This design comes from an exercise in tuning for small area and a short achievable clock period on the open sky130 flow, not from production work.
Where RTL was checked, it was by simulation tests only, not by an equivalence proof against the original.
Power and IR drop assume default switching activity.

// multi_speed_ctrl
module multi_speed_ctrl
#(
    parameter int NUM_CH      = 6,
    parameter int GP_BITS     = 16,
    parameter int DEADBAND    = 4,
    parameter int RAMP_STEP   = 1000,
    parameter int WDOG_CYCLES = 3000
) (
    input  logic                        clk,
    input  logic                        rst_n,
    input  logic                        avail,
    input  logic [7:0]                  data,
    input  logic [32*NUM_CH-1:0]        max_spd,
    output logic [32*NUM_CH-1:0]        tgt_spd,
    output logic [GP_BITS-1:0]          gp_out,
    output logic [8*NUM_CH+GP_BITS-1:0] latched_data,
    output logic                        frame_ok,
    output logic                        frame_err,
    output logic                        timeout
);
Size: ~10000 cells after synthesis, ~480 I/O pins.
Settings: LEC_CHECK=0, ABC_AREA=1, CAP_MARGIN=5, CORE_MARGIN=2, CORE_UTILIZATION=55, CTS_BUF_LIST=sky130_fd_sc_hd__clkbuf_4 sky130_fd_sc_hd__clkbuf_8, PLACE_DENSITY=0.8, SETUP_SLACK_MARGIN=4.5, SLEW_MARGIN=5, SYNTH_HIERARCHICAL=1, SYNTH_MINIMUM_KEEP_SIZE=0, TNS_END_PERCENT=25; clock period 8.5 ns.
standard.sh (not shown) runs the stock make flow with config.mk's settings and CLKGATE_MAP_FILE= SYNTH_SCRIPT=/design/flow/synth_recipe.tcl, a recipe that flattens the netlist after the stock synthesis.
==> flow/flow/run.sh <==
#!/bin/bash
set -o pipefail
export BUFFER_PORTS_ARGS="-buffer_cell sky130_fd_sc_hd__buf_2"
bash standard.sh > standard.log 2>&1
==> next run, changes <==
--- a/flow/design.v
+++ b/flow/design.v
@@ -2434,43 +2434,60 @@
     assign s_d = {1'b1, s285, s283, s281, s279, s277, s275, s273, s271, s269, s267, s265, s263, s261, s259, s257, s255, s253, s251, s249, s247, s245, s243, s241, s239, s237, s235, s233, s231, s229, s227, s225, s223};
     assign c_d = {1'b0, c286, c284, c282, c280, c278, c276, c274, c272, c270, c268, c266, c264, c262, c260, c258, c256, c254, c252, c250, c248, c246, c244, c242, c240, c238, c236, c234, c232, c230, c228, c226, c224};
     assign lc_d = g221;
     assign cmd = {y433, y432, y431, y430, y429, y428, y427, y426, y425, y424, y423, y422, y421, y420, y419, y418, y417, y416, y415, y414, y413, y412, y411, y410, y409, y408, y407, y406, y405, y404, y403, y402};
     assign e = {y759, y758, y757, y756, y755, y754, y753, y752, y751, y750, y749, y748, y747, y746, y745, y744, y743, y742, y741, y740, y739, y738, y737, y736, y735, y734, y733, y732, y731, y730, y729, y728, y727};
     assign eZ = z760 & z762 & z764 & z766 & z768 & z770 & z772 & z774 & z776 & z778 & z780 & z782 & z784 & z786 & z788 & z790 & z792 & z794 & z796 & z798 & z800 & z802 & z804;
     assign eO = o761 & o763 & o765 & o767 & o769 & o771 & o773 & o775 & o777 & o779 & o781 & o783 & o785 & o787 & o789 & o791 & o793 & o795 & o797 & o799 & o801 & o803 & o805;
     assign up = {u1184, u1183, u1182, u1181, u1180, u1179, u1178, u1177, u1176, u1175, u1174, u1173, u1172, u1171, u1170, u1169, u1168, u1167, u1166, u1165, u1164, y861, y860, y859, y858, y857, y856, y855, y854, y853, y852, tgt_q[0]};
     assign dn = {d1205, d1204, d1203, d1202, d1201, d1200, d1199, d1198, d1197, d1196, d1195, d1194, d1193, d1192, d1191, d1190, d1189, d1188, d1187, d1186, d1185, y911, y910, y909, y908, y907, y906, y905, y904, y903, y902, tgt_q[0]};
-    assign over  = eZ ? (e[9:0] >= 10'd1000) : (~eO & ~e[32]);
-    assign under = eO ? (e[9:0] <= 10'd22)   : (~eZ &  e[32]);
-    assign tgt_nx = over ? up : under ? dn : cmd;
+    logic        eHi, eLo;
+    logic [31:0] tgt_d;
+    assign eHi = e[9:0] >= 10'd1000;
+    assign eLo = e[9:0] <= 10'd22;
+    slew_sel #(.W(16)) u_sel0 (.ez(eZ), .eo(eO), .es(e[32]), .hi(eHi), .lo(eLo), .zero(zero_i),
+        .up(up[15:0]), .dn(dn[15:0]), .cmd(cmd[15:0]), .d(tgt_d[15:0]));
+    slew_sel #(.W(16)) u_sel1 (.ez(eZ), .eo(eO), .es(e[32]), .hi(eHi), .lo(eLo), .zero(zero_i),
+        .up(up[31:16]), .dn(dn[31:16]), .cmd(cmd[31:16]), .d(tgt_d[31:16]));
     always_ff @(posedge clk) begin
         s_q   <= s_d;
         c_q   <= c_d;
         lc_q  <= lc_d;
-        tgt_q <= zero_i ? 32'd0 : tgt_nx;
+        tgt_q <= tgt_d;
     end
     assign tgt_spd_o = tgt_q;
 endmodule
 module fa_cell (
     input  logic a, b, ci,
     output logic s, co
 );
     assign s  = a ^ b ^ ci;
     assign co = (a & b) | (a & ci) | (b & ci);
 endmodule
 module ha_cell (
     input  logic a, b,
     output logic s, co
 );
     assign s  = a ^ b;
     assign co = a & b;
 endmodule
+module slew_sel #(
+    parameter int W = 8
+) (
+    input  logic         ez, eo, es, hi, lo, zero,
+    input  logic [W-1:0] up, dn, cmd,
+    output logic [W-1:0] d
+);
+    logic over, under;
+    assign over  = ez ? hi : (~eo & ~es);
+    assign under = eo ? lo : (~ez &  es);
+    assign d = zero ? '0 : over ? up : under ? dn : cmd;
+endmodule
 module multi_speed_ctrl
 #(
     parameter int NUM_CH      = 6,
     parameter int GP_BITS     = 16,
     parameter int DEADBAND    = 4,
     parameter int RAMP_STEP   = 1000,
     parameter int WDOG_CYCLES = 3000
 ) (
     input  logic                        clk,
After rerunning: Fmax came out lower by 1.3%; die area rises by 3.6%; cell count rises by 1.8%; clock power went up by about 4%; hold slack degrades by 0.0057 ns; register-to-register slack loses 0.09 ns; clock skew fell by 0.025 ns; wire length goes up by 3.9%; setup slack got worse by 0.053 ns; final area grows by 2.9%; combinational power grows by 71%.
Only the layout flow was run in the second run of this note; the RTL was not checked for function there.

multi_speed_ctrl, a different RTL version from the one above (not shown whole).
Size: ~10,000 cells after synthesis, roughly 800 flip-flops, roughly 81,000 um2 of cells after synthesis.
export LEC_CHECK = 0
export ABC_AREA = 1
export CAP_MARGIN = 5
export CORE_MARGIN = 2
export CORE_UTILIZATION = 40
export CTS_BUF_LIST = sky130_fd_sc_hd__clkbuf_4 sky130_fd_sc_hd__clkbuf_8
export PLACE_DENSITY = 0.8
export SETUP_SLACK_MARGIN = 4.5
export SLEW_MARGIN = 5
export SYNTH_HIERARCHICAL = 1
export SYNTH_MINIMUM_KEEP_SIZE = 0
create_clock -name core_clock -period 8.5 [get_ports {clk}]
Scripts as last shown in full above: flow/flow/run.sh
Change:
--- a/flow/design.v
+++ b/flow/design.v
@@ -2431,49 +2431,66 @@
     assign d1203 = g900 ? tgt_q[29] : y1161;
     assign d1204 = g900 ? tgt_q[30] : y1162;
     assign d1205 = g900 ? tgt_q[31] : y1163;
     assign s_d = {1'b1, s285, s283, s281, s279, s277, s275, s273, s271, s269, s267, s265, s263, s261, s259, s257, s255, s253, s251, s249, s247, s245, s243, s241, s239, s237, s235, s233, s231, s229, s227, s225, s223};
     assign c_d = {1'b0, c286, c284, c282, c280, c278, c276, c274, c272, c270, c268, c266, c264, c262, c260, c258, c256, c254, c252, c250, c248, c246, c244, c242, c240, c238, c236, c234, c232, c230, c228, c226, c224};
     assign lc_d = g221;
     assign cmd = {y433, y432, y431, y430, y429, y428, y427, y426, y425, y424, y423, y422, y421, y420, y419, y418, y417, y416, y415, y414, y413, y412, y411, y410, y409, y408, y407, y406, y405, y404, y403, y402};
     assign e = {y759, y758, y757, y756, y755, y754, y753, y752, y751, y750, y749, y748, y747, y746, y745, y744, y743, y742, y741, y740, y739, y738, y737, y736, y735, y734, y733, y732, y731, y730, y729, y728, y727};
     assign eZ = z760 & z762 & z764 & z766 & z768 & z770 & z772 & z774 & z776 & z778 & z780 & z782 & z784 & z786 & z788 & z790 & z792 & z794 & z796 & z798 & z800 & z802 & z804;
     assign eO = o761 & o763 & o765 & o767 & o769 & o771 & o773 & o775 & o777 & o779 & o781 & o783 & o785 & o787 & o789 & o791 & o793 & o795 & o797 & o799 & o801 & o803 & o805;
     assign up = {u1184, u1183, u1182, u1181, u1180, u1179, u1178, u1177, u1176, u1175, u1174, u1173, u1172, u1171, u1170, u1169, u1168, u1167, u1166, u1165, u1164, y861, y860, y859, y858, y857, y856, y855, y854, y853, y852, tgt_q[0]};
     assign dn = {d1205, d1204, d1203, d1202, d1201, d1200, d1199, d1198, d1197, d1196, d1195, d1194, d1193, d1192, d1191, d1190, d1189, d1188, d1187, d1186, d1185, y911, y910, y909, y908, y907, y906, y905, y904, y903, y902, tgt_q[0]};
-    assign over  = eZ ? (e[9:0] >= 10'd1000) : (~eO & ~e[32]);
-    assign under = eO ? (e[9:0] <= 10'd22)   : (~eZ &  e[32]);
-    assign tgt_nx = over ? up : under ? dn : cmd;
+    logic        eHi, eLo;
+    logic [31:0] tgt_d;
+    assign eHi = e[9:0] >= 10'd1000;
+    assign eLo = e[9:0] <= 10'd22;
+    slew_sel #(.W(16)) u_sel0 (.ez(eZ), .eo(eO), .es(e[32]), .hi(eHi), .lo(eLo), .zero(zero_i),
+        .up(up[15:0]), .dn(dn[15:0]), .cmd(cmd[15:0]), .d(tgt_d[15:0]));
+    slew_sel #(.W(16)) u_sel1 (.ez(eZ), .eo(eO), .es(e[32]), .hi(eHi), .lo(eLo), .zero(zero_i),
+        .up(up[31:16]), .dn(dn[31:16]), .cmd(cmd[31:16]), .d(tgt_d[31:16]));
     always_ff @(posedge clk) begin
         s_q   <= s_d;
         c_q   <= c_d;
         lc_q  <= lc_d;
-        tgt_q <= zero_i ? 32'd0 : tgt_nx;
+        tgt_q <= tgt_d;
     end
     assign tgt_spd_o = tgt_q;
 endmodule
 module fa_cell (
     input  logic a, b, ci,
     output logic s, co
 );
     assign s  = a ^ b ^ ci;
     assign co = (a & b) | (a & ci) | (b & ci);
 endmodule
 module ha_cell (
     input  logic a, b,
     output logic s, co
 );
     assign s  = a ^ b;
     assign co = a & b;
 endmodule
+module slew_sel #(
+    parameter int W = 8
+) (
+    input  logic         ez, eo, es, hi, lo, zero,
+    input  logic [W-1:0] up, dn, cmd,
+    output logic [W-1:0] d
+);
+    logic over, under;
+    assign over  = ez ? hi : (~eo & ~es);
+    assign under = eo ? lo : (~ez &  es);
+    assign d = zero ? '0 : over ? up : under ? dn : cmd;
+endmodule
 module multi_speed_ctrl
 #(
     parameter int NUM_CH      = 6,
     parameter int GP_BITS     = 16,
     parameter int DEADBAND    = 4,
     parameter int RAMP_STEP   = 1000,
     parameter int WDOG_CYCLES = 3000
 ) (
     input  logic                        clk,
     input  logic                        rst_n,
     input  logic                        avail,
     input  logic [7:0]                  data,
- global-route usage fell by 0.11 points
- clock power fell by 13%
- design area rose by 0.32%
- fmax fell by about 1.3%
- sequential share of layout area is about the same
- die area rose by about 1.5%
- via count rose by about 1.1%
- worst hold slack is better by 0.0062 ns
- area after synthesis rose by about 1.5%
- register-to-register slack is worse by 0.03 ns
- routed wire length rose by about 0.6%
- non-clock buffer count rose by 7
- combinational power rose by 69%
Only the layout flow was run in the second run of this note; the RTL was not checked for function there.

rev 12:
multi_speed_ctrl, a different RTL version from the one above (not shown whole).
Size: about 9,900 cells after synthesis, roughly 480 I/O pins, roughly 79,000 sq um of cells after synthesis.
==> module multi_speed_ctrl, before the edit <==
module multi_speed_ctrl
#(
    parameter int NUM_CH      = 6,
    parameter int GP_BITS     = 16,
    parameter int DEADBAND    = 4,
    parameter int RAMP_STEP   = 1000,
    parameter int WDOG_CYCLES = 3000
) (
    input  logic                        clk,
    input  logic                        rst_n,
    input  logic                        avail,
    input  logic [7:0]                  data,
    input  logic [32*NUM_CH-1:0]        max_spd,
    output logic [32*NUM_CH-1:0]        tgt_spd,
    output logic [GP_BITS-1:0]          gp_out,
    output logic [8*NUM_CH+GP_BITS-1:0] latched_data,
    output logic                        frame_ok,
    output logic                        frame_err,
    output logic                        timeout
);
    localparam logic [1:0] IDLE    = 2'd0;
    localparam logic [1:0] PAYLOAD = 2'd1;
    localparam logic [1:0] CLOSE   = 2'd2;
    logic [1:0]  state_q, state_d;
    logic [3:0]  nibCnt_q, nibCnt_d;
    logic [63:0] shift_q;
    logic        shiftEn;
    logic [63:0] latched_q;      
    logic        frameOk_q, frameOk_d;
    logic        frameErr_q, frameErr_d;
    logic        rstd_q;         
    logic [4:0]  hex;
    logic        clearMult, clear_q;
    always_comb begin
        state_d    = state_q;
        nibCnt_d   = nibCnt_q;
        shiftEn    = 1'b0;
        frameOk_d  = 1'b0;
        frameErr_d = 1'b0;
        hex        = multi_speed_ctrl_pkg::hexDecode(data);
        if (avail) begin
            if (data == multi_speed_ctrl_pkg::ASCII_LBRACK) begin
                state_d  = PAYLOAD;
                nibCnt_d = 4'd0;
            end else begin
                case (state_q)
                    PAYLOAD: begin
                        if (hex[4]) begin
                            shiftEn  = 1'b1;
                            nibCnt_d = nibCnt_q + 4'd1;
                            if (nibCnt_q == 4'd15) state_d = CLOSE;
                        end else begin
                            state_d    = IDLE;
                            frameErr_d = 1'b1;
                        end
                    end
                    CLOSE: begin
                        state_d = IDLE;
                        if (data == multi_speed_ctrl_pkg::ASCII_RBRACK) frameOk_d = 1'b1;
                        else                                            frameErr_d = 1'b1;
                    end
                    default: state_d = IDLE;
                endcase
            end
        end
    end
    always_ff @(posedge clk) begin
        nibCnt_q <= nibCnt_d;
        if (shiftEn) shift_q <= {shift_q[59:0], hex[3:0]};
    end
    always_ff @(posedge clk) begin
        if (!rst_n) begin
            state_q    <= IDLE;
            frameOk_q  <= 1'b0;
            frameErr_q <= 1'b0;
        end else begin
            state_q    <= state_d;
            frameOk_q  <= frameOk_d;
            frameErr_q <= frameErr_d;
        end
    end
    always_ff @(posedge clk) latched_q <= latched_data;
    assign latched_data = frameOk_q ? shift_q : (rstd_q ? 64'd0 : latched_q);
    always_ff @(posedge clk) rstd_q <= !rst_n;
    localparam logic [11:0] WD_SEED = 12'hFFF;
    localparam logic [11:0] WD_LAST = 12'h01B;
    localparam logic [11:0] WD_TAPS = 12'hE08;
    logic [11:0] wdog_q;
    logic        timeout_q;
    logic        expire;
    assign expire = !timeout_q && !frameOk_d && (wdog_q == WD_LAST);
    always_ff @(posedge clk) clear_q <= clearMult;
    always_ff @(posedge clk) begin
        if (!rst_n) begin
            wdog_q    <= WD_SEED;
            timeout_q <= 1'b0;
        end else begin
            if (frameOk_d) begin
                wdog_q    <= WD_SEED;
                timeout_q <= 1'b0;
            end else if (expire) begin
                timeout_q <= 1'b1;
            end else if (!timeout_q) begin
                wdog_q <= {1'b0, wdog_q[11:1]} ^ (wdog_q[0] ? WD_TAPS : 12'd0);
            end
        end
    end
    assign clearMult = expire | timeout_q;
    logic tgtZero;
    assign tgtZero = !rst_n || rstd_q;
    for (genvar ch = 0; ch < NUM_CH; ch++) begin : g_ch
        logic [7:0] mult;
        assign mult = (clear_q | rstd_q) ? 8'd0 : multi_speed_ctrl_pkg::deadband(latched_q[63-8*ch -: 8]);
        speed_ramp u_ramp (
            .clk       (clk),
            .zero_i    (tgtZero),
            .mult_i    (mult),
            .max_spd_i (max_spd[32*ch +: 32]),
            .tgt_spd_o (tgt_spd[32*ch +: 32])
        );
    end
    assign gp_out       = latched_data[GP_BITS-1:0];
    assign frame_ok     = frameOk_q;
    assign frame_err    = frameErr_q;
    assign timeout      = timeout_q;
endmodule
Settings: LEC_CHECK=0, ABC_AREA=1, CAP_MARGIN=20, CORE_MARGIN=2, CORE_UTILIZATION=40, SETUP_SLACK_MARGIN=4.5, SLEW_MARGIN=20, SYNTH_HIERARCHICAL=1, SYNTH_MINIMUM_KEEP_SIZE=0; clock period 8.5 ns.
run.sh (not shown) runs the stock make flow with config.mk's settings and CLKGATE_MAP_FILE= SYNTH_SCRIPT=/design/flow/synth_recipe.tcl, a recipe that flattens the netlist after the stock synthesis.
Stock flow here: none of the scripts above is used.
No stage failed in rev 12, and the final checks on the layout all came back clean.
> inputs changed (rev 12 -> rev 13)
--- a/flow/design.v
+++ b/flow/design.v
@@ -2465,5 +2465,5 @@
     logic        rstd_q;         
     logic [4:0]  hex;
-    logic        clearMult, clear_q;
+    logic        clearMult;
     always_comb begin
         state_d    = state_q;
@@ -2524,5 +2524,4 @@
     logic        expire;
     assign expire = !timeout_q && !frameOk_d && (wdog_q == WD_LAST);
-    always_ff @(posedge clk) clear_q <= clearMult;
     always_ff @(posedge clk) begin
         if (!rst_n) begin
@@ -2544,10 +2543,13 @@
     assign tgtZero = !rst_n || rstd_q;
     for (genvar ch = 0; ch < NUM_CH; ch++) begin : g_ch
-        logic [7:0] mult;
-        assign mult = (clear_q | rstd_q) ? 8'd0 : multi_speed_ctrl_pkg::deadband(latched_q[63-8*ch -: 8]);
+        logic [7:0] mult_q;
+        always_ff @(posedge clk) begin
+            if (!rst_n || clearMult) mult_q <= 8'd0;
+            else                     mult_q <= multi_speed_ctrl_pkg::deadband(latched_data[63-8*ch -: 8]);
+        end
         speed_ramp u_ramp (
             .clk       (clk),
             .zero_i    (tgtZero),
-            .mult_i    (mult),
+            .mult_i    (mult_q),
             .max_spd_i (max_spd[32*ch +: 32]),
             .tgt_spd_o (tgt_spd[32*ch +: 32])
### Flow results
Rev 13 vs rev 12: core utilization down
Number of buffer cells added on primary ports: rev 12 vs rev 13 identical
Routed wire length | rev 13 below rev 12
Detailed route wirelength on metal3, rev 13 and rev 12, higher one = rev 12.
In the metrics for rev 13 and rev 12, the one carrying the lower count of nets after finishing is rev 13.
[compare] base=rev 12 new=rev 13: maximum number of pins on one net before global-route repair -11; average size of a mapped cell went up by 0.038 sq um; global-route wire length before repair lower.

afterwards: timing with drivers on the ports:
The flow's constraints put no driver on any port. The routed layouts listed below were extracted and timed again, unchanged, in two steps. Step 1: set_driving_cell puts a clkbuf_16 on clk and a buf_2 on each other input, an assumption about the parent block. Step 2 moves the port delays by t, midway between the first and last clock arrival at a register: inputs arrive t later, outputs are due t later. That takes back most of the time a late clock gives input paths. Slacks: ideal / step 1 / step 2; pairs: ideal / step 1.
| run | t (ns) | setup slack, ns | hold WS [ns] | worst setup path at the end |
|---|---|---|---|---|
| the first run of note 1 | 0.932 | 4.585 / 4.507 / 4.009 | 0.449 / 0.449 / 0.449 | input to register |
| the second run of note 1 | 0.969 | 4.532 / 4.445 / 3.695 | 0.443 / 0.443 / 0.443 | input to register |
| the first run of note 2 | 0.982 | 4.575 / 4.495 / 4.130 | 0.445 / 0.445 / 0.445 | input to register |
| the second run of note 2 | 0.996 | 4.524 / 4.429 / 4.172 | 0.451 / 0.451 / 0.451 | input to register |
| rev 12 | 0.836 | 4.467 / 4.464 / 3.830 | 0.445 / 0.445 / 0.445 | input to register |
| rev 13 | 0.822 | 4.478 / 4.395 / 3.721 | 0.439 / 0.439 / 0.439 | input to register |
After both steps setup and hold are still met in every run listed. The setup slack of the second run of note 1, which loses most, moves by -0.087 ns with the drivers and by -0.837 ns with both steps.
